Context: an optimization exercise on an open-source flow, tuned for small area, a short achievable clock period and few clock cycles per item. The choices shown serve that exercise and are no tape-out recipe. RTL that was checked went through simulation tests only; none was proved equivalent to the original. Power figures rest on the tool's default switching activity, not on a simulated workload.

== red ==
Design touch_pad_baseline_and_detect_unit, start of the top module:
module touch_pad_baseline_and_detect_unit #(
	parameter int CAL_SAMPLES   = 10,
	parameter int TRIM_EACH_END = 2,
	parameter int COUNT_WIDTH   = 16
) (
	input  logic                           clk,
	input  logic                           arst_n,
	input  logic                           in_valid,
	output logic                           in_stall,
	input  logic                           action,
	input  logic [15:0]                    charge_count,
	output logic                           out_valid,
	input  logic                           out_stall,
	output logic                           result_kind,
	output logic                           pressed,
	output logic [15:0]                    baseline_value,
	output logic                           cal_error,
	input  logic                           psel,
	input  logic                           penable,
	input  logic                           pwrite,
	input  logic [tpbd_pkg::PADDR_W-1:0]   paddr,
	input  logic [tpbd_pkg::PDATA_W-1:0]   pwdata,
	output logic [tpbd_pkg::PDATA_W-1:0]   prdata,
	output logic                           pready
);
Size: roughly 1400 cells after synthesis, ~110 I/O pins.
Settings: LEC_CHECK=0, ABC_AREA=1, CAP_MARGIN=20, CORE_MARGIN=2, CORE_UTILIZATION=55, CTS_CLUSTER_DIAMETER=100, CTS_CLUSTER_SIZE=24, SLEW_MARGIN=20; clock period 8.0 ns.
standard.sh (not shown) runs the stock make flow with config.mk's settings and CLKGATE_MAP_FILE= SYNTH_SCRIPT=/design/flow/synth_recipe.tcl, a recipe that flattens the netlist after the stock synthesis.
==> flow/flow/run.sh <==
#!/bin/bash
# The standard layout with the standard synthesis unchanged. Two changes
# to how the layout is made: every port still gets a buffer, but a plain
# buf_2 rather than the delay cell the resizer picks by default; and the
# setup repair aims a little further below the clock period.
set -euo pipefail
bash standard.sh 'BUFFER_PORTS_ARGS=-buffer_cell sky130_fd_sc_hd__buf_2' SETUP_SLACK_MARGIN=5.3 finish > make_finish.log 2>&1
Testbench counts of red, summed over its fixed seeds: cycles 5,272, results 1,600.
Relative to red, the following input files were edited for blue:
- CORE_UTILIZATION changed from 55 to 40
## What came out
For maximum cell stage delay along the critical path, blue and red come out practically identical.
In terms of maximum level of the CTS H-tree, blue and red differ only marginally.
Looking at post-CTS setup-driven buffer insertion count across blue and red, the one that comes out higher is blue.
For the share of the final layout cell area in multi-input gates, blue came in 0.54 points lower than red did.
For filler cell count in the final layout, dividing the value from red by the value from blue gives 0.65.
Share of synthesized cell area in and, or, nand and nor gates came out exactly the same in blue and red.
Against red, blue reports a count of clock-buffer cells in the layout that is lower.
Power for blue: 0.75% up relative to red
On overall routed net length, the lower figure sits with red, not blue.
Diff red..blue | quantity of I/O buffers inserted on ports | unchanged


touch_pad_baseline_and_detect_unit, a different RTL version from the one above (not shown whole).
For scale: about 1300 cells after synthesis, roughly 210 flip-flops, roughly 110 I/O pins, about 12000 µm² of cells after synthesis.
clock: 8.0 ns
lec_check: 0
abc_area: 1
cap_margin: 20
core_margin: 2
core_utilization: 40
setup_slack_margin: 5
slew_margin: 20
run.sh (not shown) runs the stock make flow with config.mk's settings and CLKGATE_MAP_FILE= SYNTH_SCRIPT=/design/flow/synth_recipe.tcl, a recipe that flattens the netlist after the stock synthesis.
Stock flow here: none of the scripts above is used.
Testbench counts at the start, summed over its fixed seeds: cycles 5,264, results 1,600.
==> next run, changes <==
--- a/flow/config.mk
+++ b/flow/config.mk
@@ -6,8 +6,6 @@
 export NUM_CORES = 4
 export LEC_CHECK = 0
-export ABC_AREA = 1
 export CAP_MARGIN = 20
 export CORE_MARGIN = 2
 export CORE_UTILIZATION = 40
-export SETUP_SLACK_MARGIN = 5
 export SLEW_MARGIN = 20
Routed wire length decreases by a little under a tenth.
Power increases by a few percent.
Setup slack gets worse by 1.9 ns.
Combinational power hardly moves.
Final cell count decreases by a few percent.
Count of clock-buffer cells in the layout decreases by 1.
Cell area decreases by a few percent.


Another version of the RTL of touch_pad_baseline_and_detect_unit (not shown whole).
Size in the first run: about 1400 cells after synthesis, about 230 flip-flops, ~110 I/O pins, about 12000 sq um of cells after synthesis.
Settings: LEC_CHECK=0, ABC_AREA=1, CAP_MARGIN=20, CORE_MARGIN=2, CORE_UTILIZATION=40, CTS_CLUSTER_DIAMETER=100, CTS_CLUSTER_SIZE=24, SLEW_MARGIN=20; clock period 8.0 ns.
standard.sh (not shown) runs the stock make flow with config.mk's settings and CLKGATE_MAP_FILE= SYNTH_SCRIPT=/design/flow/synth_recipe.tcl, a recipe that flattens the netlist after the stock synthesis.
==> flow/flow/run.sh <==
#!/bin/bash
# The standard layout with the standard synthesis unchanged. Two changes
# to how the layout is made: every port still gets a buffer, but a plain
# buf_2 rather than the delay cell the resizer picks by default; and the
# setup repair aims a little further below the clock period.
set -euo pipefail
bash standard.sh 'BUFFER_PORTS_ARGS=-buffer_cell sky130_fd_sc_hd__buf_2' SETUP_SLACK_MARGIN=5.2 finish > make_finish.log 2>&1
Next try:
--- a/flow/flow/run.sh
+++ b/flow/flow/run.sh
@@ -6,2 +6,2 @@
 set -euo pipefail
-bash standard.sh 'BUFFER_PORTS_ARGS=-buffer_cell sky130_fd_sc_hd__buf_2' SETUP_SLACK_MARGIN=5.2 finish > make_finish.log 2>&1
+bash standard.sh 'BUFFER_PORTS_ARGS=-buffer_cell sky130_fd_sc_hd__buf_2' SETUP_SLACK_MARGIN=5.3 finish > make_finish.log 2>&1
- ABC_AREA: 1 -> 0
After rerunning:
- die area grows by about 4%
- global-route usage is lower by 0.36 points
- routed wire length climbs by 7.9%
- count of clock-buffer cells in the layout does not change
No run of this note included a check of the RTL's function; only the layout flow was run.


== JK ==
touch_pad_baseline_and_detect_unit, a different RTL version from the one above (not shown whole).
For scale: about 1400 cells after synthesis, about 230 flip-flops, about 110 I/O pins, about 12000 um^2 of cells after synthesis.
Design touch_pad_baseline_and_detect_unit, start of the top module:
module touch_pad_baseline_and_detect_unit #(
	parameter int CAL_SAMPLES   = 10,
	parameter int TRIM_EACH_END = 2,
	parameter int COUNT_WIDTH   = 16
) (
	input  logic                           clk,
	input  logic                           arst_n,
	input  logic                           in_valid,
	output logic                           in_stall,
	input  logic                           action,
	input  logic [15:0]                    charge_count,
	output logic                           out_valid,
	input  logic                           out_stall,
	output logic                           result_kind,
	output logic                           pressed,
	output logic [15:0]                    baseline_value,
	output logic                           cal_error,
	input  logic                           psel,
	input  logic                           penable,
	input  logic                           pwrite,
	input  logic [tpbd_pkg::PADDR_W-1:0]   paddr,
	input  logic [tpbd_pkg::PDATA_W-1:0]   pwdata,
	output logic [tpbd_pkg::PDATA_W-1:0]   prdata,
	output logic                           pready
);
	localparam int SUM_W = 19;
	function automatic logic [9:0] div3_8(input logic [1:0] r_in, input logic [7:0] b);
		logic [1:0] r;
		logic [7:0] q;
		r = r_in;
		for (int i = 7; i >= 0; i--) begin
			q[i] = r[1] | (r[0] & b[i]);
			r    = b[i] ? {r[1], ~(r[1] | r[0])} : {r[0], r[1]};
		end
		div3_8 = {r, q};
	endfunction
	logic        rep_q;
	logic [15:0] gate_q;
	logic [15:0] maxc_q;
	logic [15:0] rd_q;
	logic [2:0]  we_q;
	logic        cfg_acc;
	assign pready  = 1'b1;
	assign cfg_acc = psel && penable;
	always_ff @(posedge clk) begin
		we_q[0] <= psel && !penable && pwrite && (paddr[3:2] == REG_REPEAT_MODE);
		we_q[1] <= psel && !penable && pwrite && (paddr[3:2] == REG_GATE_THRESHOLD);
		we_q[2] <= psel && !penable && pwrite && (paddr[3:2] == REG_MAX_COUNT);
	end
	always_ff @(posedge clk or negedge arst_n) begin
		if (!arst_n) begin
			rep_q  <= RST_REPEAT_MODE;
			gate_q <= RST_GATE_THRESHOLD;
			maxc_q <= RST_MAX_COUNT;
		end else begin
			if (cfg_acc && we_q[0]) begin
				rep_q <= pwdata[0];
			end
  ...
make LEC_CHECK=0 ABC_AREA=1 CAP_MARGIN=20 CORE_MARGIN=2 CORE_UTILIZATION=40 CTS_BUF_LIST='sky130_fd_sc_hd__clkbuf_4 sky130_fd_sc_hd__clkbuf_8' SETUP_SLACK_MARGIN=5 SLEW_MARGIN=20 finish   # period 8.0 ns
run.sh (not shown) runs the stock make flow with config.mk's settings and CLKGATE_MAP_FILE= SYNTH_SCRIPT=/design/flow/synth_recipe.tcl, a recipe that flattens the netlist after the stock synthesis.
Stock flow here: none of the scripts above is used.
Testbench counts of JK, summed over its fixed seeds: cycles 5,272, results 1,600.
> inputs changed (JK -> MS)
Settings: CTS_BUF_LIST: sky130_fd_sc_hd__clkbuf_4 sky130_fd_sc_hd__clkbuf_8 -> unset.
### Flow results
Per the comparison of MS with JK, share of the clock period used by the worst path after layout shows a reduction of 0.92 points; maximum frequency shows an increase of about 2.5%; share of the core filled with cells in the final layout shows no meaningful change; vertical die dimension shows no meaningful change; final instance area shows no meaningful change. Portion of total power attributed to combinational logic (higher): MS. [compare] base=JK new=MS: met3 capacity usage during global routing -0.55 points, final hold slack ~0 delta, leakage power total -1.7%.
## Diff of input files: AL against MS
Settings: putting CTS_CLUSTER_SIZE at 24 where nothing was set; putting CTS_CLUSTER_DIAMETER at 100 where nothing was set.
==> notes.md <==
- AL: no failed stages, no open violations at the end
- Relative to MS, the post-CTS setup repair buffer count of AL is higher by 5.
- Changes observed in AL relative to MS: sequential power did not really move; design area went down.
- Shortest clock period the worst path allows after layout delta (AL − MS): favourable


## rev 12
RTL: one of the versions met above, not the one the previous note started from.
Size: roughly 1,400 cells after synthesis, about 230 flip-flops, ~12,000 sq um of cells after synthesis.
==> flow/config.mk <==
export PLATFORM = sky130hd
export DESIGN_NAME = touch_pad_baseline_and_detect_unit
export DESIGN_NICKNAME = touch_pad_baseline_and_detect_unit
export VERILOG_FILES = /design/flow/design.v
export SDC_FILE = /design/flow/constraint.sdc
export NUM_CORES = 4
export LEC_CHECK = 0
export ABC_AREA = 1
export CAP_MARGIN = 20
export CORE_MARGIN = 2
export CORE_UTILIZATION = 40
export CTS_CLUSTER_DIAMETER = 100
export CTS_CLUSTER_SIZE = 24
export SLEW_MARGIN = 20
==> flow/constraint.sdc <==
create_clock -name core_clock -period 8.0 [get_ports {clk}]
set_input_delay 1.6000 -clock core_clock [delete_from_list [all_inputs] [get_ports {clk}]]
set_output_delay 1.6000 -clock core_clock [all_outputs]
set_load 0.01 [all_outputs]
standard.sh (not shown) runs the stock make flow with config.mk's settings and CLKGATE_MAP_FILE= SYNTH_SCRIPT=/design/flow/synth_recipe.tcl, a recipe that flattens the netlist after the stock synthesis.
==> flow/flow/run.sh <==
#!/bin/bash
# The standard layout with the standard synthesis unchanged. Changes to
# how the layout is made: every port still gets a buffer, but plain buf_1
# (inputs) and buf_2 (outputs) rather than the delay cell the resizer picks by
# default (flow/ports.tcl, run just before global placement in place of the
# standard port buffering); and the setup repair aims a little further below
# the clock period.
set -euo pipefail
bash standard.sh DONT_BUFFER_PORTS=1 "PRE_GLOBAL_PLACE_TCL=$PWD/flow/ports.tcl" SETUP_SLACK_MARGIN=5.3 finish > make_finish.log 2>&1
==> flow/flow/ports.tcl <==
# Port buffers: every input and output port gets one buffer, as in the
# standard flow; inputs get buf_1 (they have timing to spare), outputs buf_2.
buffer_ports -inputs -buffer_cell sky130_fd_sc_hd__buf_1
buffer_ports -outputs -buffer_cell sky130_fd_sc_hd__buf_2
Testbench counts of rev 12, summed over its fixed seeds: cycles 5,272, results 1,600.
--- input diff rev 12..rev 13 ---
Settings: a change of CTS_CLUSTER_SIZE from 24 to 30; a change of CTS_CLUSTER_DIAMETER from 100 to 120.
==> flow/flow/run.sh <==
#!/bin/bash
# The standard layout with the standard synthesis unchanged. Two changes
# to how the layout is made: every port still gets a buffer, but a plain
# buf_2 rather than the delay cell the resizer picks by default; and the
# setup repair aims a little further below the clock period.
set -euo pipefail
bash standard.sh 'BUFFER_PORTS_ARGS=-buffer_cell sky130_fd_sc_hd__buf_2' SETUP_SLACK_MARGIN=5.3 finish > make_finish.log 2>&1
removed: flow/flow/ports.tcl
## What came out
Rev 13 went all the way through the flow, and no timing, DRC or antenna check failed.
Comparing met1 wire length for rev 12 and rev 13, the smaller number came from rev 12.
Worst clock skew of rev 12 is on par with rev 13.
Cell area | rev 13 vs rev 12 | rev 13 larger
Rev 13 ends up with a global-route wire length before repair that is about 3% higher than in rev 12.
Compared with rev 12, rev 13 shows sequential cell fraction of total power lower by 2.1 points.
Going from rev 12 to rev 13, hold slack shrinks by 0.0073 ns.

## separate check: timing with driven ports
Ports are ideal in the flow. The routed layouts listed here were re-timed in OpenROAD. Step 1 sets driving cells, clkbuf_16 on the clock port and buf_2 on the other inputs (assumed; they add their load-dependent delay and slew). Step 2 adds t to the input delays and takes it off the output delays; t is the mean of the earliest and latest rising clock arrival at the registers after step 1. Input paths then give back, and output paths get back, about the clock's delay inside the block. Slacks: ideal ports / drivers / drivers and shift; pairs: ideal ports / drivers.
| run | t (ns) | setup slack, ns | slew at the worst register clock pin (ns) | worst slew at a driven data input, ns | max-slew violations | max-capacitance violations |
|---|---|---|---|---|---|---|
| red | 0.527 | 5.325 / 5.278 / 4.979 | 0.10 / 0.10 | 0.03 | 0 / 0 | 0 / 0 |
| blue | 0.537 | 5.327 / 5.275 / 4.935 | 0.10 / 0.10 | 0.04 | 0 / 0 | 0 / 0 |
| the first run of note 2 | 0.564 | 4.813 / 4.796 / 4.233 | 0.06 / 0.06 | 0.14 | 0 / 0 | 0 / 0 |
| the second run of note 2 | 0.558 | 2.937 / 2.952 / 2.394 | 0.06 / 0.06 | 0.04 | 0 / 0 | 0 / 0 |
| the first run of note 3 | 0.536 | 5.229 / 5.179 / 5.004 | 0.10 / 0.10 | 0.04 | 0 / 0 | 0 / 0 |
| the second run of note 3 | 0.534 | 4.946 / 4.946 / 4.946 | 0.10 / 0.10 | 0.04 | 0 / 0 | 0 / 0 |
| JK | 0.559 | 4.966 / 4.966 / 4.685 | 0.06 / 0.06 | 0.04 | 0 / 0 | 0 / 0 |
| MS | 0.566 | 5.039 / 4.987 / 4.689 | 0.06 / 0.06 | 0.04 | 0 / 0 | 0 / 0 |
| AL | 0.526 | 5.056 / 5.008 / 4.692 | 0.10 / 0.10 | 0.04 | 0 / 0 | 0 / 0 |
| rev 12 | 0.522 | 5.378 / 5.330 / 4.864 | 0.10 / 0.10 | 1.60 | 0 / 73 | 0 / 1 |
| rev 13 | 0.512 | 5.329 / 5.284 / 4.939 | 0.12 / 0.12 | 0.04 | 0 / 0 | 0 / 0 |
After both steps every run listed still meets setup and hold. The drivers bring new slew violations in rev 12. The drivers bring new capacitance violations in rev 12. For the first run of note 2, which loses most, drivers alone change the setup slack by -0.017 ns; drivers and shift together by -0.580 ns.
